Source: an optimization exercise on an open RTL-to-GDS flow (aim: small area, a short achievable clock period and few clock cycles). Production flows keep margins and buffers that such runs may drop.
RTL that was checked went through simulation tests only; none was proved equivalent to the original.
For runs 1 to 4, only the layout was checked, not whether the RTL still works.
Power and IR drop assume default switching activity.

$ cat flow/config.mk
export PLATFORM = sky130hd
export DESIGN_NAME = battleship_top
export DESIGN_NICKNAME = battleship_top
export VERILOG_FILES = /design/flow/design.v
export SDC_FILE = /design/flow/constraint.sdc
export NUM_CORES = 4
export LEC_CHECK = 0
export CAP_MARGIN = 20
export CORE_MARGIN = 2
export CORE_UTILIZATION = 55
export SETUP_SLACK_MARGIN = 3.5
export SLEW_MARGIN = 20
$ cat flow/constraint.sdc
create_clock -name core_clock -period 9.0 [get_ports {clk}]
set_input_delay 1.8000 -clock core_clock [delete_from_list [all_inputs] [get_ports {clk}]]
set_output_delay 1.8000 -clock core_clock [all_outputs]
set_load 0.01 [all_outputs]
$ cat flow/design.v
`default_nettype none
package battleship_pkg;
    localparam int BOARD_ROWS  = 10;
    localparam int BOARD_COLS  = 10;
    localparam int NUM_SHIPS   = 5;
    localparam int FLEET_CELLS = 17;         
    typedef logic [3:0] coord_t;             
    typedef logic [2:0] ship_len_t;          
    typedef logic [2:0] ship_idx_t;          
    typedef logic [4:0] hit_count_t;         
    localparam logic [3*NUM_SHIPS-1:0] SHIP_LENGTHS = {3'd2, 3'd3, 3'd3, 3'd4, 3'd5};
    typedef enum logic [1:0] {
        cell_empty = 2'b00,
        cell_miss  = 2'b01,
        cell_hit   = 2'b10,
        cell_ship  = 2'b11
    } cell_t;
    typedef enum logic [2:0] {
        rk_placed   = 3'd0,
        rk_rejected = 3'd1,
        rk_miss     = 3'd2,
        rk_hit      = 3'd3,
        rk_win      = 3'd4
    } report_kind_t;
    typedef struct packed {
        logic   player;
        logic   horizontal;                  
        coord_t row;
        coord_t col;
    } request_t;
    typedef struct packed {
        report_kind_t kind;
        coord_t       row;
        coord_t       col;
        logic         player;                
    } report_t;
endpackage
`default_nettype wire
`timescale 1ns/1ps
`default_nettype none
module battleship_top (
    input  logic        clk,
    input  logic        reset,
    input  logic        read,
    input  logic [9:0]  req,
    output logic [11:0] data_out,
    output logic        data_ready
);
    localparam logic [2:0] K_PLACED = 3'd0, K_REJ = 3'd1, K_MISS = 3'd2,
                           K_HIT = 3'd3, K_WIN = 3'd4;
    function automatic logic ge4(input logic [3:0] a, input logic [3:0] b);
        logic ge;
        ge = 1'b1;
        for (int k = 0; k < 4; k++)
            ge = (a[k] & !b[k]) | ((a[k] | !b[k]) & ge);
        ge4 = ge;
    endfunction
    function automatic logic ge5(input logic [4:0] a, input logic [3:0] b);
        ge5 = a[4] | ge4(a[3:0], b);
    endfunction
    function automatic int lm1_of(input int k);
        case (k)
            0:       lm1_of = 4;
            1:       lm1_of = 3;
            4:       lm1_of = 1;
            default: lm1_of = 2;
        endcase
    endfunction
    logic        placing;            
    logic        over;               
    logic        turn;               
    logic        bsel;               
    logic [4:0]  sidx;               
    logic [4:0]  hits [2];           
    logic [3:0]  srow [10];          
    logic [3:0]  scol [10];
    logic        shor [10];
    logic [9:0]  shot0 [10];         
    logic [9:0]  shot1 [10];
    logic       p, h;
    logic [3:0] r, c;
    assign p = req[9];
    assign h = req[8];
    assign r = req[7:4];
    assign c = req[3:0];
    logic shooting;
    assign shooting = !placing && !over;
    logic [4:0] valid;
    logic [3:0] r_lo [5], r_hi [5], c_lo [5], c_hi [5];
    always_comb
    begin
        for (int i = 0; i < 5; i++)
        begin
            logic [3:0] sr, sc;
            logic       sh;
            sr = bsel ? srow[5+i] : srow[i];
            sc = bsel ? scol[5+i] : scol[i];
            sh = bsel ? shor[5+i] : shor[i];
            r_lo[i] = sr;
            c_lo[i] = sc;
            r_hi[i] = sh ? sr : sr + 4'(lm1_of(i));
            c_hi[i] = sh ? sc + 4'(lm1_of(i)) : sc;
        end
        valid[0] = !placing || !sidx[0];
        valid[1] = !placing || !(sidx[0] || sidx[1]);
        valid[2] = !placing || sidx[3] || sidx[4];
        valid[3] = !placing || sidx[4];
        valid[4] = !placing;
    end
    logic [2:0] lm1;
    always_comb
    begin
        if (sidx[0])      lm1 = 3'd4;
        else if (sidx[1]) lm1 = 3'd3;
        else if (sidx[4]) lm1 = 3'd1;
        else              lm1 = 3'd2;
    end
    logic [4:0] r_end, c_end;
    assign r_end = {1'b0, r} + ((placing && !h) ? {2'b00, lm1} : 5'd0);
    assign c_end = {1'b0, c} + ((placing && h) ? {2'b00, lm1} : 5'd0);
    logic overlap;
    always_comb
    begin
        overlap = 1'b0;
        for (int i = 0; i < 5; i++)
        begin
            logic ok_r, ok_c;
            ok_r = ge4(r_hi[i], r) && ge5(r_end, r_lo[i]);
            ok_c = ge4(c_hi[i], c) && ge5(c_end, c_lo[i]);
            overlap = overlap || (valid[i] && ok_r && ok_c);
        end
    end
    logic [9:0] rsel, csel;
    always_comb
    begin
        for (int i = 0; i < 10; i++)
        begin
            rsel[i] = (r == 4'(i));
            csel[i] = (c == 4'(i));
        end
    end
    logic was_shot;
    always_comb
    begin
        was_shot = 1'b0;
        for (int j = 0; j < 10; j++)
        begin
            logic colbit;
            colbit = 1'b0;
            for (int i = 0; i < 10; i++)
                colbit = colbit || (rsel[i] && turn && shot0[i][j])
                                || (rsel[i] && !turn && shot1[i][j]);
            was_shot = was_shot || (csel[j] && colbit);
        end
    end
    logic fits, turn_ok, on_board;
    logic [3:0] lim;
    always_comb
    begin
        if (sidx[0])      lim = 4'd5;        
        else if (sidx[1]) lim = 4'd6;
        else if (sidx[4]) lim = 4'd8;
        else              lim = 4'd7;
    end
    assign on_board = (r < 4'd10) && (c < 4'd10);
    assign fits     = h ? ((r < 4'd10) && ge4(lim, c)) : ((c < 4'd10) && ge4(lim, r));
    assign turn_ok  = (p == turn);
    logic place_ok, shot_ok, hit, win, last_hit;
    assign last_hit = bsel ? (hits[1] == 5'd16) : (hits[0] == 5'd16);
    assign place_ok = placing && turn_ok && fits && !overlap;
    assign shot_ok  = shooting && turn_ok && on_board && !was_shot;
    assign hit      = shot_ok && overlap;
    assign win      = hit && last_hit;
    logic [2:0] kind;
    always_comb
    begin
        if (place_ok)     kind = K_PLACED;
        else if (win)     kind = K_WIN;
        else if (hit)     kind = K_HIT;
        else if (shot_ok) kind = K_MISS;
        else              kind = K_REJ;
    end
    logic placing_n, over_n, turn_n;
    always_comb
    begin
        placing_n = placing;
        over_n    = over;
        turn_n    = turn;
        if (read && place_ok && sidx[4])
        begin
            turn_n = !turn;              
            if (turn)
                placing_n = 1'b0;
        end
        if (read && shot_ok)
        begin
            turn_n = !turn;
            if (win)
                over_n = 1'b1;
        end
    end
    always_ff @(posedge clk)
    begin
        data_out <= {kind, r, c, p};
        if (reset)
        begin
            data_ready <= 1'b0;
            placing    <= 1'b1;
            over       <= 1'b0;
            turn       <= 1'b0;
            bsel       <= 1'b0;
            sidx       <= 5'b00001;
            hits[0]    <= '0;
            hits[1]    <= '0;
        end
        else
        begin
            data_ready <= read;
            placing    <= placing_n;
            over       <= over_n;
            turn       <= turn_n;
            bsel       <= placing_n ? turn_n : !turn_n;
            if (read && place_ok)
                sidx <= {sidx[3:0], sidx[4]};
            if (read && hit)
            begin
                if (bsel) hits[1] <= hits[1] + 1'b1;
                else      hits[0] <= hits[0] + 1'b1;
            end
        end
    end
    always_ff @(posedge clk)
    begin
        for (int k = 0; k < 5; k++)
        begin
            if (placing && sidx[k])
            begin
                if (turn)
                begin
                    srow[5+k] <= r;
                    scol[5+k] <= c;
                    shor[5+k] <= h;
                end
                else
                begin
                    srow[k] <= r;
                    scol[k] <= c;
                    shor[k] <= h;
                end
            end
        end
    end
    logic [9:0] mark0, mark1;
    always_comb
    begin
        for (int i = 0; i < 10; i++)
        begin
            mark0[i] = read && shooting && p && turn && rsel[i];
            mark1[i] = read && shooting && !p && !turn && rsel[i];
        end
    end
    always_ff @(posedge clk)
    begin
        for (int i = 0; i < 10; i++)
            for (int j = 0; j < 10; j++)
            begin
                shot0[i][j] <= !reset && (shot0[i][j] || (mark0[i] && csel[j]));
                shot1[i][j] <= !reset && (shot1[i][j] || (mark1[i] && csel[j]));
            end
    end
endmodule
`default_nettype wire
$ cat flow/run.sh
#!/bin/bash
# synth_recipe.tcl (not shown) runs the flow's synth.tcl, then flattens the netlist and writes it again
# the make line also repeats each setting of config.mk as NAME=value (left out here)
make -C /OpenROAD-flow-scripts/flow DESIGN_CONFIG=/design/flow/config.mk WORK_HOME=/design/flow/orfs CLKGATE_MAP_FILE= SYNTH_SCRIPT=/design/flow/synth_recipe.tcl finish
==> results of run 1 <==
## tightest hold or removal path, cell delays in order, from the launching register on
cell	delay (ns)
dfxtp_1	0.32
a21oi_1	0.04
nor2_1	0.07
## area by class of cell
type | instances | area share, %
tap | 341 | 2.56
timing repair buffer | 57 | 2.99
inverter | 30 | 0.699
clock inverter | 7 | 0.361
multi-input combinational | 1153 | 42.8
sequential | 322 | 44.2
clock buffer | 52 | 6.40
## routing by layer
metal	vias up	global-route usage [%]	routed length, um
li1	5799	-	-
met2	476	53.9	21800
met4	0	14.6	2160
met5	-	0	0
met1	5967	38.2	18000
met3	123	4.71	2930
## cells in the mapped netlist (all sizes together) (21+ instances only)
library cell  instances  share of area, %
o21ai                28              0.93
and3                 25               1.1
inv                  30              0.75
a21oi               232               7.7
nor2                289               7.4
mux2i                69               4.6
clkbuf               64               1.6
buf                  38               1.8
mux2                 21               1.6
edfxtp               90                18
nor3                 35               1.2
nand2                72               1.8
xnor2                22               1.3
dfxtp               232                31
nand3                31               1.1
a22oi                59               2.9
## sequential cells by signal, summed over array words and instances (netlist names)
signal and count:
shot0 100, shot1 100, scol 40, srow 40, data_out 12, hits 10, shor 10, sidx 5
bsel 1, data_ready 1, over 1, placing 1, turn 1
## cell families after synthesis
logic type,synth area share (%)
buffers and inverters,4.19
AO/OA/AOI/OAI,18.8
multiplexers,6.20
XOR/XNOR,2.04
adder cells (fa/ha/maj),2.22
AND/OR/NAND/NOR,17.6
flip-flops,48.9
## worst max-delay path by stage
stage | to | cells past startpoint
2_1_floorplan | hits[1][4] | 12
3_3_place_gp | hits[1][4] | 13
3_5_place_dp | hits[1][4] | 14
4_1_cts | hits[1][0] | 11
5_1_grt | sidx[0] | 14
6_report | hits[1][0] | 12
## per-stage QoR
step	hold slack, ns	power [mW]	setup WS (ns)
floorplan	0.429	1.64	4.25
global placement	0.439	1.69	2.73
detailed placement	0.450	1.69	2.61
CTS	0.468	3.09	3.57
global route	0.487	3.16	3.48
finish	0.467	3.07	3.64
## repair_timing
action                                 4_1_cts  5_1_grt
endpoints found under the hold margin        0        0
buffers inserted                             0        0
setup endpoints to repair                   21       12
gates resized for setup                      2        9
## where the power goes
| part | switching, mW | total [mW] | leakage, nW | internal (mW) |
|---|---|---|---|---|
| clock | 0.563 | 1.41 | 0.561 | 0.846 |
| sequential | 0.00459 | 1.50 | 2.70 | 1.50 |
| combinational | 0.114 | 0.164 | 2.81 | 0.0504 |
| total | 0.681 | 3.07 | 6.06 | 2.39 |
==> key figures, run 1 <==
Min path
  • Worst hold path depth: 2
  • Worst hold start: shot0[7][5]
  • Hold EP: shot0[7][5]
  • Worst hold path type: reg2reg

Finish
  • Most common cell after layout, fill and taps aside: nor2_1
  • Storage element area: 7350 um2
  • Antenna Cells: 0
  • Most frequent cells in the layout: nor2_1, a21oi_1, dfxtp_1
  • Post-route cell area: ~17000 um2
  • Area growth syn-to-layout: 10.8%
  • Share of cells above drive strength 1: under 10%
  • Post-Layout Cell Count: around 2000
  • Fillers: approximately 2400
  • Nets: between 1500 and 2000
  • Multi-input logic area: between 7000 and 8000 um2
  • Post-route core utilization: between 60% and 70%

Setup path
  • CP Capture Type: register
  • Family with the most delay on the worst path: simple AND/OR/NAND/NOR gates
  • Critical path data arrival time: 5.75 ns
  • Max FO, Critical Path: about 40
  • Worst-path cell chain: clkdlybuf4s50_1, buf_6, nand2b_1, nor2_1, a32o_1, a221o_1, o31a_1, nor4_2, nand3_1, nor2_2, and3_4, mux2_1
  • Worst reg2reg path endpoint: hits[1][4]
  • Slowest stage delay, CP: roughly 0.46 ns
  • WP buf/inv: 2
  • Worst flop-to-flop path startpoint: bsel
  • Critical path class: in2reg
  • R2r worst-path depth: 14
  • Critical path origin: req[4]
  • Critical path data required time: ~9.4 ns
  • Slowest cell on crit path: nor4_2
  • CP startpoint kind: input pin
  • R2R Setup Slk: approximately 4.3 ns

Route
  • Initial drt markers: 1118
  • DR pass1 iterations: 7
  • DR DRC count: 0
  • Vias per cell: approximately 6.3
  • DR vias: roughly 12000
  • Routed WL: 44.9 mm
  • WL per Instance: between 20 and 25 um
  • Post-DRT Antenna Nets: 0

Logic synthesis
  • Syn Inst Count: 1607
  • Sequential fraction of the synthesis area: 48.9%
  • Dominant synthesized flop cell: dfxtp_1
  • Yosys Warn Count: 11
  • Synthesized area per cell: 9.34 um2
  • Syn nets: ~1600
  • Post-synth EDFFs: 90
  • Synthesized flop and latch total: between 300 and 400
  • Mapped cell area: between 15000 and 20000 um2
  • Ys async rst share: 0%
  • Distinct cells, synth: 86

STA
  • Tcrit/Tclk final: roughly 60%
  • Final Hold Viols: 0
  • Max-slew violations: 0
  • Final setup vio count: 0
  • Max-Slew Margin vs Limit: between 10% and 20%
  • Worst-Margin Slew: 1.22 ns
  • Max Fclk: about 190 MHz
  • Fin Setup TNS: 0 ns
  • Fin crit period: roughly 5.4 ns
  • RSZ-0062 raised after global routing: true
  • Final Skew: 0.0113 ns

Floorplanning
  • Core area: 26900 um2
  • FP Rows: 60
  • Die height: approximately 170 um
  • Initial Utilization: a little under three fifths
  • Die width: roughly 170 um
  • # IOs: 26
  • Full die area: around 29000 um2

GRT
  • Antenna violations before repair: 0
  • Total global routing overflow: 0
  • Global-route wire length before repair: between 60 and 70 mm
  • Pin count of the biggest net entering global routing: about 120
  • Vias in the first global route: between 10000 and 15000
  • GRT Util Overall: a little under a third

Place
  • Dpl cells: 1902
  • Routability congestion estimate: 0.938
  • IO Port Bufs: 25
  • Placed cell areas: about 15000 um2
  • Hpwl dp: around 30 mm

Clocking
  • Htree depth: 2
  • Bufs on Longest Clock Path: 3
  • Clk sinks: roughly 320
  • CTS tree: yes
  • Num CTS Buffers: 35
  • Root Driver: clkbuf_16
  • Clock slew at reported path FFs: 0.06 ns
  • Hold Buf Count CTS: 0
  • Clock latency (worst-skew pair): approximately 0.5 ns

Pwr
  • Pleak: slightly above 6 nW
  • Max VDD drop: roughly 0.15 mV
  • Power Density: 185 nW/um2

Status
  • Status: timing/DRC/antenna clean

Flow run
  • Max-Cap Viols: 0
==> run 2: changes to the inputs <==
--- a/flow/config.mk
+++ b/flow/config.mk
@@ -9,4 +9,4 @@
 export CORE_MARGIN = 2
 export CORE_UTILIZATION = 55
-export SETUP_SLACK_MARGIN = 3.5
+export SETUP_SLACK_MARGIN = 5
 export SLEW_MARGIN = 20
==> run 2 against run 1 <==
Effect of this change:
- sequential power about the same
- still clean on timing, DRC and antenna
- clock-buffer cell count increased by 3
- largest cell class is now multi-input combinational cells
- clock skew increased by 0.0063 ns
- clock power increased by 11%
- setup slack improved by 0.63 ns
- wire length increased by 9.6%
- combinational power increased by 35%
- global-route usage increased by 2.2 points
- critical path type unchanged
- maximum frequency increased by 13%
==> key figures, run 2 <==
Min path
  • Worst hold path type: reg2reg

Finish
  • Post-Layout Cell Count: roughly 2000
  • Share of cells above drive strength 1: between 10% and 20%
  • Largest registers: shot0 (100), shot1 (100)
  • Post-route cell area: between 15000 and 20000 um2
  • Area growth syn-to-layout: 19.9%
  • Most frequent cells in the layout: nor2_1, dfxtp_1, a21oi_1
  • Fillers: around 2200
  • Nets: approximately 1700
  • Storage element area: roughly 7400 um2
  • Multi-input logic area: approximately 7600 um2
  • Most common cell after layout, fill and taps aside: nor2_1
  • Antenna Cells: 0

Logic synthesis
  • Ys async rst share: 0%
  • Area contributors post-synth: dfxtp_1, edfxtp_1, a21oi_1
  • Synthesized flop and latch total: 322
  • Mapped cell area: about 15000 um2
  • Syn nets: between 1500 and 2000
  • XOR/XNOR Fraction of Synth Area: 2.04%
  • Mux contribution to synthesized area: under 10%
  • Compound-Gate Fraction of Synth Area: 18.8%
  • Syn Inst Count: about 1600
  • Synthesized area per cell: between 9 and 10 um2
  • Simple-Gate Fraction of Synth Area: approximately 18%
  • Top-count cell post-synth: nor2_1
  • Post-synth EDFFs: 90
  • Yosys Warn Count: 11
  • Distinct cells, synth: 86
  • Sequential fraction of the synthesis area: between 40% and 50%
  • Area fraction of the dominant cell type after synthesis: a little under a third
  • Commonest cells in the netlist: nor2_1, a21oi_1, dfxtp_1
  • Synth area leader: dfxtp_1
  • Main combinational cell family by area after synthesis: compound AO/OA/AOI/OAI gates
  • Dominant synthesized flop cell: dfxtp_1
  • Post-Synth Adder-Cell Area: under 10%

Floorplanning
  • # IOs: 26
  • FP Rows: 60
  • Core area: 26900 um2
  • Initial Utilization: a little under three fifths
  • Die width: 169 um
  • Die height: between 150 and 200 um
  • Full die area: 28600 um2

Setup path
  • Critical path data arrival time: 5.14 ns
  • CP startpoint kind: input pin
  • Worst flop-to-flop path startpoint: bsel
  • Critical path class: in2reg
  • Worst reg2reg path endpoint: hits[0][0]
  • Critical path origin: req[8]
  • Max FO, Critical Path: 5
  • R2r worst-path depth: 14
  • R2R Setup Slk: between 4 and 5 ns
  • Critical path data required time: ~9.4 ns
  • CP Capture Type: register
  • Worst Setup EP: hits[0][0]

STA
  • Worst-Margin Slew: roughly 1 ns
  • Max-Slew Margin vs Limit: roughly 33%
  • Final setup vio count: 0
  • Final Hold Viols: 0
  • RSZ-0062 raised after global routing: true
  • Final Skew: approximately 0.018 ns
  • Tcrit/Tclk final: between 50% and 60%
  • Max-slew violations: 0
  • Fin Setup TNS: 0 ns
  • Max Fclk: approximately 210 MHz
  • PnR worst setup slack: 4.27 ns
  • Fin crit period: roughly 4.7 ns

Pwr
  • Net Sw Power: 0.736 mW
  • Pleak: approximately 6.7 nW
  • Clk pwr share: a little under half
  • Power Density: ~180 nW/um2
  • Int Pwr: 2.55 mW
  • Sequential share of power: a little under half
  • Switching Share: around 22%
  • Final Power: roughly 3.3 mW
  • Max VDD drop: 0.177 mV
  • Combinational share of power: approximately 6.7%

Clocking
  • Num CTS Buffers: 36
  • Root Driver: clkbuf_16
  • Hold Buf Count CTS: 0
  • Clk sinks: ~320
  • CTS tree: yes
  • Bufs on Longest Clock Path: 3
  • Clock slew at reported path FFs: 0.06 ns
  • Clock latency (worst-skew pair): about 0.52 ns
  • Htree depth: 2

GRT
  • GRT Util Overall: between 30 and 40%
  • Total global routing overflow: 0
  • Antenna violations before repair: 0
  • Pin count of the biggest net entering global routing: ~140
  • Global-route wire length before repair: between 70 and 80 mm
  • Vias in the first global route: around 12000

Place
  • IO Port Bufs: 25
  • Dpl cells: between 1500 and 2000
  • Placed cell areas: roughly 16000 um2
  • Hpwl dp: 29.9 mm
  • Placement Setup Slack: 2.72 ns
  • Routability congestion estimate: roughly 0.9

Route
  • DR DRC count: 0
  • Vias per cell: between 6 and 7
  • DR vias: between 10000 and 15000
  • Post-DRT Antenna Nets: 0
  • Initial drt markers: 1222
  • DR pass1 iterations: 6
  • WL per Instance: about 24 um
  • Routed WL: roughly 50 mm

Status
  • Status: timing/DRC/antenna clean

Flow run
  • Max-Cap Viols: 0
## run 2: cell count changes in the layout (fill, tap and decap cells not counted), moves of 7 or more
cell / before / now
nor2_1: 281 / 264
nor3_4: 0 / 13
nor2_2: 7 / 17
buf_12: 0 / 10
buf_6: 4 / 13
nor2_4: 1 / 9
buf_4: 29 / 59
nor3_1: 22 / 15
## run 2: logic make-up (layout without fill, tap and decap cells)
logic type	Yosys count	count (layout)
compound gates	444	444
xor+xnor	35	35
fa+ha+maj	27	27
buf+inv	132	205
flops	322	322
mux	90	90
simple gates	557	559
## run 2: worst min path at each step
stage	depth (start not counted)	startpoint	slack, ns	endpoint
3_5_place_dp	2	shot0[7][4]	0.45	shot0[7][4]
5_1_grt	2	shot0[8][4]	0.49	shot0[8][4]
4_1_cts	2	shot0[8][4]	0.47	shot0[8][4]
3_3_place_gp	2	shot1[3][0]	0.44	shot1[3][0]
6_report	2	shot1[9][0]	0.47	shot1[9][0]
2_1_floorplan	2	shot0[0][8]	0.43	shot0[0][8]
## run 2: timing repair
action | 4_1_cts | 5_1_grt
cloned | 6 | 3
setup endpoints to repair | 173 | 96
resized for setup | 115 | 41
hold endpoints to repair | 0 | 0
setup buffers | 28 | 17
pin swaps | 27 | 17
## run 2: critical path: stages
cell and delay (ns):
buf_6 0.10, buf_12 0.13, inv_12 0.05, nor2_4 0.03, ha_4 0.18, fa_2 0.66
a221oi_2 0.05, nor2_1 0.14, maj3_2 0.24, a21oi_2 0.07, or4_4 0.50, o211ai_4 0.33
buf_4 0.18, nor2_2 0.07, nor3_4 0.23, mux2_2 0.36
## run 2: area by class of cell
class                   instances  share of cell area (%)
clock buffers                  55                    6.20
well taps                     341                    2.37
multi-input cells            1155                    42.4
flip-flops and latches        322                    40.8
repair buffers                110                    6.60
inverters                      30                   0.737
clock inverters                10                   0.897
## run 2: power by group through the flow
stage          registers, mW  clock network (mW)  logic [mW]
2_1_floorplan           1.53                   0       0.106
3_3_place_gp            1.53                   0       0.165
3_5_place_dp            1.53                   0       0.166
4_1_cts                 1.50                1.57       0.203
5_1_grt                 1.50                1.64       0.231
6_report                1.50                1.56       0.221
## run 2: metrics by stage
stage               hold slack, ns  utilization, %
CTS                          0.470            65.6
global placement             0.444            57.9
finish                       0.466            67.0
floorplan                    0.429               -
detailed placement           0.455            57.9
global route                 0.487            67.0
## run 2: routing by layer
| metal | global-route usage (%) | up-vias | wire [um] |
|---|---|---|---|
| met5 | 0 | - | 0 |
| met4 | 17.8 | 0 | 2850 |
| met3 | 4.83 | 157 | 3660 |
| met2 | 57.3 | 591 | 24200 |
| met1 | 40.4 | 6248 | 18600 |
| li1 | - | 5942 | - |
==> run 3: changes to the inputs <==
--- a/flow/config.mk
+++ b/flow/config.mk
@@ -8,5 +8,5 @@
 export CAP_MARGIN = 20
 export CORE_MARGIN = 2
-export CORE_UTILIZATION = 55
+export CORE_UTILIZATION = 70
 export SETUP_SLACK_MARGIN = 5
 export SLEW_MARGIN = 20
==> run 3 against run 2 <==
Effect of this change:
- area after synthesis unchanged
- core utilization increased by 18 points
- wire length increased by 1.3%
- critical path depth decreased by 1
- critical path type unchanged
- combinational power increased by 8%
- largest cell class unchanged
- first-iteration DRC count increased by 41%
- sequential cell count unchanged
- synthesized cell count unchanged
==> key figures, run 3 <==
Status
  • Status: timing/DRC/antenna clean

Finish
  • Nets: around 1700
  • Post-route core utilization: between 80% and 90%
  • Most common cell after layout, fill and taps aside: nor2_1
  • Share of cells above drive strength 1: 16.8%
  • Most frequent cells in the layout: nor2_1, dfxtp_1, a21oi_1
  • Largest registers: shot0 (100), shot1 (100)
  • Area growth syn-to-layout: 18.9%
  • Post-Layout Cell Count: 1958
  • Antenna Cells: 0
  • Fillers: roughly 1200

Route
  • Initial drt markers: between 1500 and 2000
  • Post-DRT Antenna Nets: 0
  • WL per Instance: around 25 um
  • DR pass1 iterations: 9
  • DR vias: 13800
  • DR DRC count: 0
  • Vias per cell: around 7
  • Routed WL: 49.9 mm

Logic synthesis
  • Post-synth EDFFs: 90
  • Dominant synthesized flop cell: dfxtp_1
  • Yosys Warn Count: 11
  • Synthesized flop and latch total: between 300 and 400
  • Syn nets: 1638
  • Sequential fraction of the synthesis area: 48.9%
  • Area contributors post-synth: dfxtp_1, edfxtp_1, a21oi_1
  • Ys async rst share: 0%
  • Area fraction of the dominant cell type after synthesis: 30.9%
  • Synth area leader: dfxtp_1
  • Distinct cells, synth: 86
  • Top-count cell post-synth: nor2_1
  • Syn Inst Count: about 1600
  • Synthesized area per cell: 9.34 um2
  • Mapped cell area: about 15000 um2
  • Commonest cells in the netlist: nor2_1, a21oi_1, dfxtp_1

Setup path
  • Worst reg2reg path endpoint: hits[1][0]
  • R2R Setup Slk: between 4 and 5 ns
  • Max FO, Critical Path: 7
  • CP Capture Type: register
  • Slowest cell on crit path: fa_2
  • Worst-path cell chain: buf_16, inv_12, nor2_4, ha_4, fa_2, a221oi_2, nor2_1, maj3_2, or3b_1, o211ai_1, o211ai_4, buf_6, or2_4, and3_4, mux2_4
  • Worst flop-to-flop path startpoint: placing
  • CP startpoint kind: input pin
  • R2r worst-path depth: 17
  • Slowest stage delay, CP: about 0.51 ns
  • Critical path data arrival time: a little over 5 ns
  • Critical path class: in2reg
  • Critical path data required time: about 9.4 ns

STA
  • Max Fclk: 214 MHz
  • Final setup vio count: 0
  • RSZ-0062 raised after global routing: true
  • Worst-Margin Slew: around 1.2 ns
  • PnR worst setup slack: approximately 4.3 ns
  • Final Skew: around 0.016 ns
  • Max-Slew Margin vs Limit: roughly 19%
  • Fin Setup TNS: 0 ns
  • Fin crit period: about 4.7 ns
  • Tcrit/Tclk final: 51.9%
  • Final Hold Viols: 0
  • Smallest hold slack: between 0.4 and 0.5 ns
  • Max-slew violations: 0

Clocking
  • Clock slew at reported path FFs: 0.06 ns
  • Root Driver: clkbuf_16
  • CTS tree: yes
  • Htree depth: 2
  • Clk sinks: around 320
  • Num CTS Buffers: 34
  • Bufs on Longest Clock Path: 3
  • Clock latency (worst-skew pair): about 0.53 ns

Place
  • Hpwl dp: 27.7 mm
  • Dpl cells: around 1800
  • Placement Setup Slack: 2.59 ns
  • IO Port Bufs: 25
  • Routability congestion estimate: 0.926

Floorplanning
  • FP Rows: 53
  • Core area: roughly 21000 um2
  • Die height: 150 um
  • Die width: ~150 um
  • Initial Utilization: between 70% and 80%
  • Full die area: 22600 um2
  • # IOs: 26

Pwr
  • Power Density: ~180 nW/um2
  • Max VDD drop: 0.185 mV
  • Pleak: between 6 and 7 nW

Min path
  • Hold EP: shot0[3][4]
  • Worst hold path depth: 2
  • Worst hold path type: reg2reg
  • Worst hold start: shot0[3][4]

Flow run
  • Max-Cap Viols: 0

GRT
  • Met3 Track Usage GR: a little under 10%
  • Antenna violations before repair: 0
  • Total global routing overflow: 0
  • Global-route wire length before repair: 73.1 mm
  • Met1 Use GR: between 40 and 50%
  • Vias in the first global route: 13200
  • Pin count of the biggest net entering global routing: about 130
  • Met2 Track Usage GR: between 60% and 70%
  • Busiest grt layer: met2
  • GRT Util Overall: 42.8%
-- run 3: per-layer routing --
layer,vias to the layer above,wire length [um]
met5,-,0
met3,336,5410
met2,1027,23000
li1,5920,-
met4,0,4370
met1,6491,17100
-- run 3: how the worst max path moves through the flow --
stage                      start         end  slack, ns  depth (start not counted)
after detailed placement  req[8]  hits[0][2]       2.59                         13
after CTS                 req[5]  hits[1][4]       4.55                         12
after global placement    req[8]  hits[0][2]       2.72                         13
after global routing      req[8]  hits[1][0]       4.30                         15
after floorplan           req[8]  hits[0][2]       4.35                         13
final                     req[8]  hits[1][0]       4.33                         15
-- run 3: through the flow --
stage | power (mW) | instance area (um2)
6_report | 3.16 | 17900
5_1_grt | 3.22 | 17900
4_1_cts | 3.13 | 17600
3_5_place_dp | 1.69 | 15400
3_3_place_gp | 1.69 | 15400
2_1_floorplan | 1.64 | 15100
-- run 3: repair_timing --
action / CTS / global route
pin swaps: 31 / 14
setup endpoints to repair: 190 / 218
gates resized for setup: 123 / 36
buffers inserted: 44 / 14
cloned: 10 / 0
hold buffers: 0 / 0
-- run 3: worst max-delay path, delay by kind of cell --
kind | cells | cell delay (ns)
AO/OA/AOI/OAI | 3 | 0.60
adder cells (fa/ha/maj) | 3 | 1.07
buffers and inverters | 3 | 0.34
multiplexers | 1 | 0.29
AND/OR/NAND/NOR | 5 | 0.97
-- run 3: area by class of cell --
class	count	area [um2]	area share, %
Clock buffer	46	957	5.36
Clock inverter	15	170	0.953
Inverter	30	133	0.743
Multi-Input combinational cell	1153	7530	42.2
Sequential cell	322	7350	41.2
Tap cell	275	344	1.93
Timing Repair Buffer	117	1370	7.65
-- run 3: kinds of logic after synthesis --
family	share of synthesized area [%]
AND/OR/NAND/NOR	17.6
AO/OA/AOI/OAI	18.8
flip-flops	48.9
buffers and inverters	4.19
multiplexers	6.20
XOR/XNOR	2.04
adder cells (fa/ha/maj)	2.22
-- run 3: power by group --
group / leakage (nW) / internal [mW] / switching (mW)
Clock: 0.556 / 0.838 / 0.579
Combinational: 3.39 / 0.0946 / 0.144
Sequential: 2.70 / 1.50 / 0.00533
==> run 4: changes to the inputs <==
--- a/flow/design.v
+++ b/flow/design.v
@@ -56,6 +56,6 @@
         ge4 = ge;
     endfunction
-    function automatic logic ge5(input logic [4:0] a, input logic [3:0] b);
-        ge5 = a[4] | ge4(a[3:0], b);
+    function automatic logic [3:0] sub_sat(input logic [3:0] a, input int k);
+        sub_sat = (int'(a) >= k) ? a - 4'(k) : 4'd0;
     endfunction
     function automatic int lm1_of(input int k);
@@ -88,4 +88,5 @@
     logic [4:0] valid;
     logic [3:0] r_lo [5], r_hi [5], c_lo [5], c_hi [5];
+    logic [3:0] r_lo_v [5], c_lo_h [5];
     always_comb
     begin
@@ -101,4 +102,19 @@
             r_hi[i] = sh ? sr : sr + 4'(lm1_of(i));
             c_hi[i] = sh ? sc + 4'(lm1_of(i)) : sc;
+            if (i == 0 && sidx[1])
+            begin
+                r_lo_v[i] = sub_sat(sr, 3);
+                c_lo_h[i] = sub_sat(sc, 3);
+            end
+            else if (sidx[4])
+            begin
+                r_lo_v[i] = sub_sat(sr, 1);
+                c_lo_h[i] = sub_sat(sc, 1);
+            end
+            else
+            begin
+                r_lo_v[i] = sub_sat(sr, 2);
+                c_lo_h[i] = sub_sat(sc, 2);
+            end
         end
         valid[0] = !placing || !sidx[0];
@@ -108,15 +124,7 @@
         valid[4] = !placing;
     end
-    logic [2:0] lm1;
-    always_comb
-    begin
-        if (sidx[0])      lm1 = 3'd4;
-        else if (sidx[1]) lm1 = 3'd3;
-        else if (sidx[4]) lm1 = 3'd1;
-        else              lm1 = 3'd2;
-    end
-    logic [4:0] r_end, c_end;
-    assign r_end = {1'b0, r} + ((placing && !h) ? {2'b00, lm1} : 5'd0);
-    assign c_end = {1'b0, c} + ((placing && h) ? {2'b00, lm1} : 5'd0);
+    logic hz, vt;                    
+    assign hz = placing && h;
+    assign vt = placing && !h;
     logic overlap;
     always_comb
@@ -126,6 +134,6 @@
         begin
             logic ok_r, ok_c;
-            ok_r = ge4(r_hi[i], r) && ge5(r_end, r_lo[i]);
-            ok_c = ge4(c_hi[i], c) && ge5(c_end, c_lo[i]);
+            ok_r = ge4(r_hi[i], r) && (vt ? ge4(r, r_lo_v[i]) : ge4(r, r_lo[i]));
+            ok_c = ge4(c_hi[i], c) && (hz ? ge4(c, c_lo_h[i]) : ge4(c, c_lo[i]));
             overlap = overlap || (valid[i] && ok_r && ok_c);
         end
--- a/flow/config.mk
+++ b/flow/config.mk
@@ -8,5 +8,5 @@
 export CAP_MARGIN = 20
 export CORE_MARGIN = 2
-export CORE_UTILIZATION = 70
+export CORE_UTILIZATION = 55
 export SETUP_SLACK_MARGIN = 5
 export SLEW_MARGIN = 20
==> run 4 against run 3 <==
Effect of this change:
- largest power group unchanged
- register-to-register slack improved by 0.08 ns
- clock-buffer cell count is 8 higher
- clock power barely moved
- setup slack improved by 0.27 ns
- area after synthesis rose by 11%
- combinational power up 24%
- power is 1.5% higher
- sequential share of layout area is 5.0 points lower
==> key figures, run 4 <==
Setup path
  • Slowest cell on crit path: or4_1
  • Critical path data arrival time: between 4 and 5 ns
  • Max FO, Critical Path: 5
  • Critical path data required time: 9.43 ns
  • Slowest stage delay, CP: 0.50 ns
  • CP startpoint kind: input pin
  • Worst-path cell chain: buf_12, buf_12, clkinvlp_4, nor2_2, maj3_2, maj3_2, maj3_2, or4_4, a211oi_4, nor4_4, buf_6, or4_1, a21oi_1
  • CP most frequent cell: maj3_2
  • Critical path class: in2reg
  • CP Capture Type: register

Finish
  • Share of cells above drive strength 1: approximately 18%
  • Fillers: 2347
  • Area growth syn-to-layout: 21.9%
  • Most common cell after layout, fill and taps aside: nor2_1
  • Nets: between 2000 and 2500
  • Post-Layout Cell Count: 2349
  • Antenna Cells: 0
  • Most frequent cells in the layout: nor2_1, a21oi_1, dfxtp_1
  • Largest registers: shot0 (100), shot1 (100)
  • Post-route cell area: 20300 um2

Place
  • Routability congestion estimate: approximately 0.90
  • Dpl cells: around 2200
  • Placement Setup Slack: between 3 and 4 ns
  • IO Port Bufs: 25
  • Hpwl dp: between 30 and 40 mm
  • Placed cell areas: around 17000 um2

Pwr
  • Max VDD drop: between 0.15 and 0.2 mV
  • Pleak: between 7 and 8 nW
  • Power Density: around 160 nW/um2

Route
  • Initial drt markers: ~1700
  • DR DRC count: 0
  • WL per Instance: about 24 um
  • Post-DRT Antenna Nets: 0
  • Routed WL: 57.3 mm
  • DR pass1 iterations: 8
  • Vias per cell: 6.52
  • DR vias: ~15000

STA
  • Worst-Margin Slew: about 1.2 ns
  • RSZ-0062 raised after global routing: true
  • Final setup vio count: 0
  • Final Hold Viols: 0
  • PnR worst setup slack: 4.61 ns
  • Max Fclk: about 230 MHz
  • Smallest hold slack: about 0.46 ns
  • Final Skew: 0.0294 ns
  • Max-slew violations: 0
  • Fin Setup TNS: 0 ns
  • Tcrit/Tclk final: roughly 50%
  • Max-Slew Margin vs Limit: about a fifth
  • Fin crit period: between 4 and 5 ns

Floorplanning
  • Die height: roughly 180 um
  • Core area: between 20000 and 30000 um2
  • Full die area: approximately 32000 um2
  • Initial Utilization: 56.1%
  • # IOs: 26
  • Die width: about 180 um
  • FP Rows: 63

Logic synthesis
  • Area fraction of the dominant cell type after synthesis: ~28%
  • Top-count cell post-synth: nor2_1
  • Sequential fraction of the synthesis area: about 44%
  • Synth area leader: dfxtp_1
  • Distinct cells, synth: 80
  • Synthesized flop and latch total: 322
  • Syn nets: slightly below 2000
  • Synthesized area per cell: ~8.9 um2
  • Post-synth EDFFs: 90
  • Syn Inst Count: 1873
  • Mapped cell area: between 15000 and 20000 um2
  • Commonest cells in the netlist: nor2_1, a21oi_1, dfxtp_1
  • Ys async rst share: 0%
  • Dominant synthesized flop cell: dfxtp_1
  • Yosys Warn Count: 13
  • Area contributors post-synth: dfxtp_1, edfxtp_1, a21oi_1

GRT
  • Vias in the first global route: around 14000
  • Pin count of the biggest net entering global routing: roughly 140
  • Global-route wire length before repair: approximately 85 mm
  • GRT Util Overall: about a third
  • Antenna violations before repair: 0
  • Total global routing overflow: 0

Clocking
  • Num CTS Buffers: 35
  • Clk sinks: ~320
  • Root Driver: clkbuf_16
  • Htree depth: 2
  • Bufs on Longest Clock Path: 3
  • Clock latency (worst-skew pair): about 0.53 ns
  • CTS tree: yes
  • Clock slew at reported path FFs: about 0.06 ns
  • Hold Buf Count CTS: 0

Flow run
  • Max-Cap Viols: 0

Min path
  • Worst hold path type: reg2reg

Status
  • Status: timing/DRC/antenna clean
==> run 4: changes by cell type in the layout (fill, tap and decap cells not counted), moves of 21 or more <==
cell | before | now
a22oi_1 | 57 | 13
buf_4 | 65 | 86
ha_1 | 12 | 62
a32oi_1 | 1 | 30
nand3_1 | 29 | 98
mux2i_1 | 69 | 42
==> run 4: path summary, 6_finish.rpt <==
check	startpoint	endpoint	slack [ns]	cells past startpoint
setup reg to reg	bsel	hits[1][3]	4.66	15
hold / removal	shot0[4][4]	shot0[4][4]	0.46	2
setup / recovery	req[4]	hits[1][3]	4.61	13
hold reg to reg	shot0[4][4]	shot0[4][4]	0.46	2
==> run 4: through the flow <==
stage	power, mW	util, %
2_1_floorplan	1.67	-
6_report	3.20	68.4
5_1_grt	3.28	68.4
3_5_place_dp	1.74	57.8
4_1_cts	3.19	66.5
3_3_place_gp	1.73	57.8
==> run 4: power breakdown <==
| group | switching (mW) | total [mW] | internal, mW |
|---|---|---|---|
| clock network | 0.596 | 1.40 | 0.808 |
| registers | 0.00629 | 1.50 | 1.50 |
| logic | 0.174 | 0.297 | 0.123 |
==> run 4: critical path: cells and delay by family <==
kind | cells | cell delay, ns
AOI/OAI and AO/OA | 2 | 0.47
adders and majority gates | 3 | 0.94
buffers and inverters | 4 | 0.52
and+or+nand+nor | 4 | 1.09
==> run 4: cells by family (layout without fill, tap and decap cells) <==
logic type,Yosys count,after routing,share of synthesized area [%]
AOI/OAI and AO/OA,483,483,18.3
xor gates and xnor gates,34,34,1.79
adders and majority gates,90,90,6.37
buffers and inverters,195,278,4.87
DFF,322,322,44.1
muxes,79,79,5.32
and+or+nand+nor,670,673,19.3
==> run 4: area by class of cell <==
class / instances / area [um2] / share of cell area [%]
clock inverters: 9 / 73.8 / 0.363
inverters: 51 / 210 / 1.03
clock buffers: 54 / 1050 / 5.16
flip-flops and latches: 322 / 7350 / 36.2
repair buffers: 164 / 1970 / 9.68
well taps: 390 / 488 / 2.40
multi-input cells: 1359 / 9170 / 45.2
==> run 4: repair_timing <==
action	4_1_cts	5_1_grt
setup buffers	54	25
setup endpoints to repair	73	22
cloned	17	6
gates resized for setup	181	62
pin swaps	41	31
==> run 4: routing by layer <==
metal  vias to the layer above  part of all wire, %  routed length [um]  GRT usage, %
li1                       6962                    -                   -             -
met1                      7425                   39               22500          43.0
met2                       723                   48               27300          59.0
met3                       212                  6.8                3890          4.73
met4                         0                  6.3                3600          19.6
met5                         -                    0                   0             0
==> run 5: changes to the inputs <==
--- a/flow/design.v
+++ b/flow/design.v
@@ -50,12 +50,27 @@
                            K_HIT = 3'd3, K_WIN = 3'd4;
     function automatic logic ge4(input logic [3:0] a, input logic [3:0] b);
-        logic ge;
-        ge = 1'b1;
-        for (int k = 0; k < 4; k++)
-            ge = (a[k] & !b[k]) | ((a[k] | !b[k]) & ge);
-        ge4 = ge;
+        logic [3:0] g, p;
+        g = a & ~b;
+        p = a | ~b;
+        ge4 = g[3]
+            | (p[3] & g[2])
+            | (p[3] & p[2] & g[1])
+            | (p[3] & p[2] & p[1] & p[0]);
     endfunction
     function automatic logic [3:0] sub_sat(input logic [3:0] a, input int k);
-        sub_sat = (int'(a) >= k) ? a - 4'(k) : 4'd0;
+        sub_sat = 4'd0;
+        for (int v = 0; v < 16; v++)
+            if (a == 4'(v))
+                sub_sat = (v >= k) ? 4'(v - k) : 4'd0;
+    endfunction
+    function automatic logic [3:0] add_k(input logic [3:0] a, input int k);
+        add_k = 4'd0;
+        for (int v = 0; v < 16; v++)
+            if (a == 4'(v))
+                add_k = 4'(v + k);
+    endfunction
+    localparam logic [4:0] HITS_16 = 5'b10111;
+    function automatic logic [4:0] lfsr_next(input logic [4:0] v);
+        lfsr_next = {v[3:0], !(v[4] ^ v[2])};
     endfunction
     function automatic int lm1_of(input int k);
@@ -100,6 +115,6 @@
             r_lo[i] = sr;
             c_lo[i] = sc;
-            r_hi[i] = sh ? sr : sr + 4'(lm1_of(i));
-            c_hi[i] = sh ? sc + 4'(lm1_of(i)) : sc;
+            r_hi[i] = sh ? sr : add_k(sr, lm1_of(i));
+            c_hi[i] = sh ? add_k(sc, lm1_of(i)) : sc;
             if (i == 0 && sidx[1])
             begin
@@ -175,5 +190,5 @@
     assign turn_ok  = (p == turn);
     logic place_ok, shot_ok, hit, win, last_hit;
-    assign last_hit = bsel ? (hits[1] == 5'd16) : (hits[0] == 5'd16);
+    assign last_hit = bsel ? (hits[1] == HITS_16) : (hits[0] == HITS_16);
     assign place_ok = placing && turn_ok && fits && !overlap;
     assign shot_ok  = shooting && turn_ok && on_board && !was_shot;
@@ -233,6 +248,6 @@
             if (read && hit)
             begin
-                if (bsel) hits[1] <= hits[1] + 1'b1;
-                else      hits[0] <= hits[0] + 1'b1;
+                if (bsel) hits[1] <= lfsr_next(hits[1]);
+                else      hits[0] <= lfsr_next(hits[0]);
             end
         end
--- a/flow/config.mk
+++ b/flow/config.mk
@@ -11,2 +11,3 @@
 export SETUP_SLACK_MARGIN = 5
 export SLEW_MARGIN = 20
+export TNS_END_PERCENT = 0
==> run 5 against run 4 <==
Effect of this change:
- clock skew decreased by 0.0019 ns
- via count decreased by 7.7%
- die area decreased by 5.5%
- synthesized cell count decreased by 8.0%
- largest cell class unchanged
- largest power group unchanged
==> key figures, run 5 <==
Status
  • Status: timing/DRC/antenna clean

Place
  • Hpwl dp: 31.0 mm
  • Routability congestion estimate: 0.917
  • IO Port Bufs: 25
  • Dpl cells: approximately 2000

GRT
  • Pin count of the biggest net entering global routing: 130
  • Vias in the first global route: about 13000
  • Antenna violations before repair: 0
  • GRT Util Overall: between 30% and 40%
  • Total global routing overflow: 0
  • Global-route wire length before repair: roughly 80 mm

Min path
  • Worst hold start: over
  • Worst hold path type: reg2reg

STA
  • Final Skew: roughly 0.028 ns
  • Worst-Margin Slew: approximately 1.2 ns
  • Max-Slew Margin vs Limit: 20.1%
  • Max Fclk: around 240 MHz
  • Tcrit/Tclk final: 46.7%
  • Final setup vio count: 0
  • Fin Setup TNS: 0 ns
  • Fin crit period: about 4.2 ns
  • RSZ-0062 raised after global routing: true
  • Final Hold Viols: 0
  • Max-slew violations: 0

Clocking
  • Num CTS Buffers: 36
  • Root Driver: clkbuf_16
  • Bufs on Longest Clock Path: 3
  • Clock latency (worst-skew pair): roughly 0.53 ns
  • Clk sinks: around 320
  • CTS tree: yes
  • Hold Buf Count CTS: 0
  • Htree depth: 2
  • Clock slew at reported path FFs: roughly 0.06 ns

Pwr
  • Max VDD drop: 0.147 mV
  • Pleak: between 6 and 7 nW
  • Power Density: approximately 180 nW/um2
  • Final Power: 3.21 mW

Finish
  • Area growth syn-to-layout: 16.8%
  • Largest registers: shot0 (100), shot1 (100)
  • Post-Layout Cell Count: between 2000 and 2500
  • Most common cell after layout, fill and taps aside: nor2_1
  • Fillers: about 2400
  • Nets: ~1800
  • Most frequent cells in the layout: nor2_1, a21oi_1, dfxtp_1
  • Multi-input logic area: between 7000 and 8000 um2
  • Storage element area: roughly 7400 um2
  • Post-route core utilization: 65.7%
  • Share of cells above drive strength 1: between 10% and 20%
  • Antenna Cells: 0

Setup path
  • Max FO, Critical Path: 14
  • Worst flop-to-flop path startpoint: bsel
  • R2R Setup Slk: between 5 and 6 ns
  • Critical path data arrival time: 4.65 ns
  • Critical path class: in2reg
  • Critical path data required time: roughly 9.5 ns
  • CP startpoint kind: input pin
  • CP Capture Type: register
  • Critical path origin: req[7]

Route
  • Vias per cell: 6.59
  • DR pass1 iterations: 6
  • WL per Instance: between 20 and 25 um
  • Routed length on met3: 4.11 mm
  • DR vias: roughly 14000
  • Initial drt markers: 1649
  • Met2 wire len: ~25 mm
  • Routed WL: roughly 52 mm
  • Post-DRT Antenna Nets: 0
  • Met1 wire length: a little over 20 mm
  • DR top layer: met4
  • DR DRC count: 0

Floorplanning
  • FP Rows: approximately 60
  • Die height: 173 um
  • Initial Utilization: 56.3%
  • Die width: 173 um
  • Core area: between 20000 and 30000 um2
  • # IOs: 26
  • Full die area: between 20000 and 30000 um2

Logic synthesis
  • Top-count cell post-synth: nor2_1
  • Area fraction of the dominant cell type after synthesis: slightly below 30%
  • Yosys Warn Count: 13
  • Post-synth EDFFs: 90
  • Area contributors post-synth: dfxtp_1, edfxtp_1, a21oi_1
  • Syn nets: between 1500 and 2000
  • Synthesized area per cell: approximately 9.1 um2
  • Syn Inst Count: 1724
  • Synth area leader: dfxtp_1
  • Synthesized flop and latch total: approximately 320
  • Dominant synthesized flop cell: dfxtp_1
  • Mapped cell area: approximately 16000 um2
  • Sequential fraction of the synthesis area: about 47%
  • Commonest cells in the netlist: nor2_1, a21oi_1, dfxtp_1
  • Distinct cells, synth: 95
  • Ys async rst share: 0%

Flow run
  • Max-Cap Viols: 0
## run 5: changes by cell type in the layout (fill, tap and decap cells not counted), moves of 12 or more
| cell | change |
|---|---|
| and3_1 | +17 |
| buf_4 | -27 |
| ha_1 | -54 |
| inv_1 | -24 |
| mux2i_1 | +17 |
| nand2_1 | -12 |
| nand3_1 | -50 |
| nor2_1 | -16 |
## run 5: logic make-up (layout without fill, tap and decap cells)
group           count (synthesis)  count (layout)  share of synthesized area (%)
compound gates                508             508                           21.0
xor+xnor                       34              34                           1.89
fa+ha+maj                      22              22                           1.54
buf+inv                       156             199                           4.47
flops                         322             322                           46.7
mux                            86              86                           6.06
simple gates                  596             598                           18.3
## run 5: layer usage
layer,up-vias,track usage (%)
met4,0,18.3
met2,735,56.7
met5,-,0
met1,6818,42.9
met3,186,4.77
li1,6406,-
## run 5: layout make-up
class | instances | area share (%)
Clock buffer | 53 | 5.66
Clock inverter | 12 | 0.859
Inverter | 24 | 0.545
Multi-Input combinational cell | 1248 | 43.5
Sequential cell | 322 | 40.0
Tap cell | 378 | 2.58
Timing Repair Buffer | 110 | 6.82
## run 5: critical path, cell delays in order
cell and delay, ns:
buf_4 0.15, buf_12 0.15, nor3b_2 0.19, buf_6 0.17, and2_2 0.26, a32oi_1 0.23, nand4_1 0.12, o31a_1 0.32
a2111oi_4 0.31, buf_4 0.21, buf_4 0.12, nand4_1 0.13, a21oi_4 0.26, mux2i_1 0.20
## run 5: power breakdown
group	internal [mW]	leakage, nW	switching (mW)	total, mW
Combinational	0.0800	3.29	0.136	0.216
Clock	0.892	0.578	0.603	1.50
Sequential	1.50	2.70	0.00622	1.50
Total	2.47	6.56	0.746	3.21
## run 5: worst paths after layout
kind | endpoint | cells past startpoint
setup / recovery | hits[1][0] | 14
hold / removal | over | 2
setup reg to reg | sidx[4] | 13
hold reg to reg | over | 2
## run 5: repair_timing
item | 4_1_cts | 5_1_grt
pin swaps | 11 | 14
buffers inserted | 35 | 3
resized for setup | 87 | 23
setup endpoints to repair | 100 | 24
gates cloned | 9 | 2
## run 5: stage by stage
| step | cell area, um2 | setup WS (ns) | hold WS, ns |
|---|---|---|---|
| floorplan | 15800 | 4.75 | 0.426 |
| global placement | 16200 | 3.42 | 0.440 |
| detailed placement | 16200 | 3.33 | 0.437 |
| CTS | 18200 | 4.84 | 0.446 |
| global route | 18400 | 4.70 | 0.475 |
| finish | 18400 | 4.80 | 0.453 |
Testbench counts of run 5, summed over its fixed seeds: cycles 2,888.
==> run 6: changes to the inputs <==
--- a/flow/config.mk
+++ b/flow/config.mk
@@ -6,4 +6,5 @@
 export NUM_CORES = 4
 export LEC_CHECK = 0
+export ABC_AREA = 1
 export CAP_MARGIN = 20
 export CORE_MARGIN = 2
@@ -11,3 +12,2 @@
 export SETUP_SLACK_MARGIN = 5
 export SLEW_MARGIN = 20
-export TNS_END_PERCENT = 0
==> run 6 against run 5 <==
Effect of this change:
- hold slack improved by 0.0012 ns
- area after synthesis fell by 2.7%
- sequential power is essentially flat
- synthesized cell count increased by 19%
- global-route usage rose by 2.3 points
- clock power shrank 13%
- non-clock buffer count grew 31
- largest cell class is now registers
- largest power group unchanged
==> key figures, run 6 <==
Place
  • Routability congestion estimate: slightly above 1
  • Hpwl dp: around 34 mm
  • IO Port Bufs: 25

Setup path
  • Max FO, Critical Path: 8
  • Critical path class: in2reg
  • Critical path data arrival time: around 4.4 ns
  • Critical path data required time: between 9 and 10 ns
  • CP startpoint kind: input pin
  • CP Capture Type: register

Floorplanning
  • Die width: between 150 and 200 um
  • FP Rows: slightly above 60
  • Core area: 27600 um2
  • # IOs: 26
  • Die height: between 150 and 200 um
  • Initial Utilization: a little under three fifths
  • Full die area: around 29000 um2

STA
  • Max-slew violations: 0
  • Max-Slew Margin vs Limit: between 20% and 30%
  • Final Hold Viols: 0
  • Worst-Margin Slew: between 1 and 1.5 ns
  • Fin crit period: between 4 and 5 ns
  • Final setup vio count: 0
  • RSZ-0062 raised after global routing: true
  • Max Fclk: approximately 250 MHz
  • Fin Setup TNS: 0 ns
  • Smallest hold slack: roughly 0.45 ns
  • Final Skew: 0.0233 ns
  • Tcrit/Tclk final: between 40% and 50%

Finish
  • Nets: around 2200
  • Fillers: between 2000 and 2500
  • Largest registers: shot0 (100), shot1 (100)
  • Share of cells above drive strength 1: ~15%
  • Area growth syn-to-layout: 22.3%
  • Most common cell after layout, fill and taps aside: nand2_1
  • Storage element area: ~7400 um2
  • Most frequent cells in the layout: nand2_1, inv_1, a21oi_1
  • Multi-input logic area: a little over 7000 um2
  • Antenna Cells: 0

Logic synthesis
  • Sequential fraction of the synthesis area: about half
  • Synthesized area per cell: around 7.5 um2
  • Top-count cell post-synth: nand2_1
  • Synth area leader: dfxtp_1
  • Syn nets: a little over 2000
  • Mapped cell area: roughly 15000 um2
  • Area contributors post-synth: dfxtp_1, edfxtp_1, nand2_1
  • Ys async rst share: 0%
  • Synthesized flop and latch total: roughly 320
  • Syn Inst Count: 2052
  • Dominant synthesized flop cell: dfxtp_1
  • Area fraction of the dominant cell type after synthesis: 30.4%
  • Distinct cells, synth: 53
  • Yosys Warn Count: 13
  • Post-synth EDFFs: 90
  • Commonest cells in the netlist: nand2_1, inv_1, a21oi_1

Pwr
  • Pleak: slightly above 7 nW
  • Max VDD drop: 0.141 mV
  • Combinational share of power: approximately a tenth
  • Net Sw Power: between 0.7 and 0.8 mW
  • Int Pwr: 2.35 mW
  • Power Density: roughly 170 nW/um2
  • Clk pwr share: approximately two fifths
  • Sequential share of power: a little under half
  • Switching Share: 25.2%

Route
  • Post-DRT Antenna Nets: 0
  • Routed WL: 53.5 mm
  • Initial drt markers: roughly 1500
  • DR pass1 iterations: 12
  • WL per Instance: between 20 and 25 um
  • DR vias: 15000
  • Vias per cell: approximately 5.9
  • DR DRC count: 0

GRT
  • Antenna violations before repair: 0
  • Pin count of the biggest net entering global routing: 121
  • GRT Util Overall: a little over a third
  • Global-route wire length before repair: about 80 mm
  • Vias in the first global route: approximately 14000
  • Total global routing overflow: 0

Flow run
  • Max-Cap Viols: 0

Status
  • Status: timing/DRC/antenna clean

Clocking
  • Clock slew at reported path FFs: approximately 0.060 ns
  • Clk sinks: approximately 320
  • Bufs on Longest Clock Path: 3
  • Htree depth: 2
  • Root Driver: clkbuf_16
  • CTS tree: yes
  • Hold Buf Count CTS: 0
  • Clock latency (worst-skew pair): around 0.53 ns
  • Num CTS Buffers: 34

Min path
  • Worst hold path type: reg2reg
[run 6: changes by cell type after synthesis, sizes merged, moves of 43 or more]
cell    before  now
inv         21  278
o21ai       40  128
clkbuf     100   57
nor2       264  182
mux2i       72    0
nand2       74  519
[run 6: area by class of cell]
class	count	area share (%)
timing repair inverter	4	0.187
clock buffer	49	5.07
timing repair buffer	141	7.67
multi-input combinational	1366	38.5
inverter	281	6.26
clock inverter	11	0.442
tap	378	2.53
sequential	322	39.3
[run 6: kinds of logic after synthesis]
kind of cell | synth area share [%]
buf+inv | 9.26
compound gates | 19.9
xor+xnor | 0.630
flops | 48.1
simple gates | 21.3
fa+ha+maj | 0.794
[run 6: metrics by stage]
step	power, mW	instance area, um2	std cells	util, %	setup slack [ns]
2_1_floorplan	1.71	15300	2052	-	5.01
3_3_place_gp	1.79	15900	2401	57.8	2.92
3_5_place_dp	1.79	15900	2401	57.8	2.92
4_1_cts	3.12	18000	2516	65.4	5.01
5_1_grt	3.24	18700	2552	67.9	4.90
6_report	3.15	18700	2552	67.9	4.98
[run 6: worst max-delay path, stage by stage]
cell and delay, ns:
buf_2 0.10, buf_12 0.15, buf_6 0.12, clkinvlp_4 0.20, buf_4 0.21, nand2_1 0.05
a21oi_1 0.04, o22ai_1 0.13, a31oi_1 0.13, nor2_1 0.13, nand3_1 0.07, nor2_1 0.23
nand3_1 0.18, nor2_4 0.18, nand2_2 0.10, nand4_4 0.14, o21bai_1 0.10, nand2_1 0.12
nand3_2 0.08, nand2_1 0.08, nor2_1 0.04
[run 6: power by group through the flow]
stage               Combinational (mW)  Clock (mW)  Sequential (mW)
floorplan                        0.168           0             1.54
global placement                 0.245           0             1.54
detailed placement               0.248           0             1.54
CTS                              0.290        1.32             1.51
global route                     0.345        1.38             1.51
finish                           0.321        1.31             1.51
[run 6: worst paths after layout]
kind | startpoint | to | slack [ns] | cells after the start
max | req[4] | bsel | 4.98 | 21
min reg2reg | shot0[6][9] | shot0[6][9] | 0.45 | 2
min | shot0[6][9] | shot0[6][9] | 0.45 | 2
max reg2reg | bsel | bsel | 5.20 | 20
[run 6: repair_timing]
item | in CTS | in global routing
endpoints found under the setup margin | 138 | 30
pin swaps | 15 | 39
gates resized for setup | 156 | 113
setup buffers | 47 | 32
cloned | 8 | 4
[run 6: layer usage]
| layer | up-vias | wire length [um] | global-route usage, % |
|---|---|---|---|
| met1 | 7040 | 20100 | 42.9 |
| li1 | 7021 | - | - |
| met3 | 234 | 3790 | 5.18 |
| met4 | 0 | 3950 | 23.3 |
| met5 | - | 0 | 0 |
| met2 | 737 | 25600 | 62.1 |
==> run 7: changes to the inputs <==
--- a/flow/config.mk
+++ b/flow/config.mk
@@ -6,5 +6,4 @@
 export NUM_CORES = 4
 export LEC_CHECK = 0
-export ABC_AREA = 1
 export CAP_MARGIN = 20
 export CORE_MARGIN = 2
==> run 7 against run 6 <==
Effect of this change:
- sequential share of layout area decreased by 0.29 points
- global-route usage is 2.0 points lower
- largest power group is now clock
- still clean on timing, DRC and antenna
- register-to-register slack worse by 0.07 ns
- clock-buffer cell count shrank 1
- wire length decreased by 0.32%
==> key figures, run 7 <==
GRT
  • Global-route wire length before repair: 80.2 mm
  • Vias in the first global route: 13500
  • GRT Util Overall: around 34%
  • Total global routing overflow: 0
  • Pin count of the biggest net entering global routing: 128
  • Antenna violations before repair: 0

Finish
  • Area growth syn-to-layout: 19.8%
  • Fillers: 2286
  • Share of cells above drive strength 1: between 10% and 20%
  • Post-Layout Cell Count: 2163
  • Post-route cell area: 18800 um2
  • Most common cell after layout, fill and taps aside: nor2_1
  • Nets: 1781
  • Most frequent cells in the layout: nor2_1, a21oi_1, dfxtp_1
  • Antenna Cells: 0
  • Post-route core utilization: between 60% and 70%
  • Largest registers: shot0 (100), shot1 (100)

Min path
  • Worst hold path type: reg2reg
  • Worst hold path depth: 2
  • Worst hold start: shot1[7][6]
  • Hold EP: shot1[7][6]

Logic synthesis
  • Synthesized flop and latch total: 322
  • Syn nets: 1745
  • Top-count cell post-synth: nor2_1
  • Area fraction of the dominant cell type after synthesis: between 20% and 30%
  • Mapped cell area: around 16000 um2
  • Distinct cells, synth: 95
  • Sequential fraction of the synthesis area: 46.7%
  • Dominant synthesized flop cell: dfxtp_1
  • Ys async rst share: 0%
  • Commonest cells in the netlist: nor2_1, a21oi_1, dfxtp_1
  • Synth area leader: dfxtp_1
  • Yosys Warn Count: 13
  • Post-synth EDFFs: 90
  • Area contributors post-synth: dfxtp_1, edfxtp_1, a21oi_1
  • Syn Inst Count: roughly 1700
  • Synthesized area per cell: slightly above 9 um2

STA
  • Fin Setup TNS: 0 ns
  • Max Fclk: between 200 and 250 MHz
  • RSZ-0062 raised after global routing: true
  • Fin crit period: roughly 4 ns
  • Final setup vio count: 0
  • Tcrit/Tclk final: 45.7%
  • Final Skew: about 0.02 ns
  • Final Hold Viols: 0
  • Max-slew violations: 0
  • PnR worst setup slack: 4.89 ns
  • Smallest hold slack: ~0.47 ns
  • Worst-Margin Slew: ~1.2 ns
  • Max-Slew Margin vs Limit: between 10% and 20%

Floorplanning
  • Initial Utilization: ~56%
  • Core area: approximately 28000 um2
  • Full die area: about 30000 um2
  • Die width: approximately 170 um
  • # IOs: 26
  • Die height: about 170 um
  • FP Rows: around 60

Pwr
  • Final Power: roughly 3.3 mW
  • Max VDD drop: about 0.19 mV
  • Power Density: 173 nW/um2
  • Pleak: between 6 and 7 nW

Clocking
  • Htree depth: 2
  • CTS tree: yes
  • Num CTS Buffers: 36
  • Clk sinks: roughly 320
  • Clock slew at reported path FFs: ~0.060 ns
  • Root Driver: clkbuf_16
  • Clock latency (worst-skew pair): 0.55 ns
  • Bufs on Longest Clock Path: 3

Setup path
  • Max FO, Critical Path: 7
  • Critical path data required time: ~9.5 ns
  • Worst flop-to-flop path startpoint: bsel
  • CP Capture Type: register
  • Critical path class: in2reg
  • R2R Setup Slk: 5.13 ns
  • R2r worst-path depth: 13
  • Worst reg2reg path endpoint: hits[0][1]
  • Critical path data arrival time: about 4.6 ns
  • CP startpoint kind: input pin

Place
  • Placed cell areas: roughly 16000 um2
  • Placement Setup Slack: about 3.3 ns
  • Routability congestion estimate: just over 0.9
  • Dpl cells: about 2000
  • Hpwl dp: just over 30 mm
  • IO Port Bufs: 25

Route
  • DR pass1 iterations: 6
  • DR vias: roughly 14000
  • DR DRC count: 0
  • Post-DRT Antenna Nets: 0
  • Routed WL: about 53 mm
  • Initial drt markers: ~1500
  • WL per Instance: about 25 um
  • Vias per cell: 6.60

Status
  • Status: timing/DRC/antenna clean

Flow run
  • Max-Cap Viols: 0
## run 7: changes by cell type after synthesis, moves of 39 or more
cell / change
o22ai_1: -39
o21ai_0: -46
nor2_1: +84
mux2i_1: +61
clkbuf_1: +42
nand2_1: -439
o21ai_1: -39
inv_1: -236
## run 7: layout make-up
cell class                 count  area [um2]  share of cell area, %
multi-input combinational   1247        8090                   43.0
inverter                      24         104                  0.551
tap                          378         473                   2.51
clock inverter                15         191                   1.02
clock buffer                  48        1040                   5.51
timing repair buffer         129        1590                   8.43
sequential                   322        7350                   39.0
## run 7: worst max-delay path by stage
stage | from | to | slack (ns) | cells after the start
floorplan | req[6] | hits[0][0] | 4.75 | 11
global placement | req[4] | hits[0][3] | 3.40 | 10
detailed placement | req[4] | hits[0][3] | 3.28 | 10
CTS | req[5] | hits[0][3] | 4.88 | 13
global route | req[5] | hits[1][1] | 4.83 | 12
finish | req[7] | hits[0][1] | 4.89 | 14
## run 7: worst max-delay path: stages
cell	delay (ns)
buf_12	0.10
buf_12	0.14
nor3b_4	0.18
buf_6	0.17
and2_4	0.20
buf_4	0.15
a21oi_1	0.29
nand3_1	0.15
o31a_1	0.37
nor4_4	0.31
nand3_4	0.16
a211oi_4	0.18
buf_6	0.16
mux2i_1	0.19
## run 7: timing repair
item                                    4_1_cts  5_1_grt
gates cloned                                 11        3
pin swaps                                    18       19
hold buffers                                  0        0
endpoints found under the setup margin       52       22
setup buffers                                41       13
gates resized for setup                     103       47
## run 7: layer usage
layer | wire (um) | global-route usage [%] | share of wire, %
met5 | 0 | 0 | 0
met4 | 3090 | 18.3 | 5.8
met3 | 3860 | 4.42 | 7.2
met2 | 25300 | 57.4 | 47
met1 | 21100 | 43.5 | 40
## run 7: where the power goes
part / switching (mW) / internal [mW] / leakage (nW) / total [mW]
clock network: 0.618 / 0.907 / 0.602 / 1.53
logic: 0.142 / 0.0939 / 3.50 / 0.236
registers: 0.00590 / 1.50 / 2.70 / 1.50
total: 0.766 / 2.50 / 6.80 / 3.26
## run 7: cells by family (layout without fill, tap and decap cells)
kind of cell	after synthesis	after routing	share of synthesized area, %
mux	86	86	6.06
compound gates	508	508	21.0
xor+xnor	34	34	1.89
simple gates	596	597	18.3
flops	322	322	46.7
buf+inv	156	216	4.47
fa+ha+maj	22	22	1.54

[static timing again, ports no longer ideal]
The flow's constraints put no driver on any port. The routed layouts listed below were extracted and timed again, unchanged, in two steps. Step 1 sets driving cells, clkbuf_16 on the clock port and buf_2 on the other inputs (assumed; they add their load-dependent delay and slew). Step 2 adds t to the input delays and takes it off the output delays; t is the mean of the earliest and latest rising clock arrival at the registers after step 1. Input paths then give back, and output paths get back, about the clock's delay inside the block. Three values: ideal, step 1, step 2; two values: the first two.
| run | shift t [ns] | setup WS [ns] | clock arrival spread, ns |
|---|---|---|---|
| run 1 | 0.559 | 3.638 / 3.666 / 3.107 | 0.012 / 0.012 |
| run 2 | 0.566 | 4.267 / 4.285 / 3.719 | 0.017 / 0.018 |
| run 3 | 0.564 | 4.333 / 4.308 / 3.745 | 0.023 / 0.023 |
| run 4 | 0.571 | 4.608 / 4.612 / 4.041 | 0.030 / 0.030 |
| run 5 | 0.568 | 4.797 / 4.774 / 4.207 | 0.029 / 0.029 |
| run 6 | 0.562 | 4.976 / 4.997 / 4.435 | 0.023 / 0.023 |
| run 7 | 0.587 | 4.890 / 4.824 / 4.237 | 0.024 / 0.024 |
After both steps every run listed still meets setup and hold. The setup slack of run 7, which loses most, moves by -0.066 ns with the drivers and by -0.653 ns with both steps.
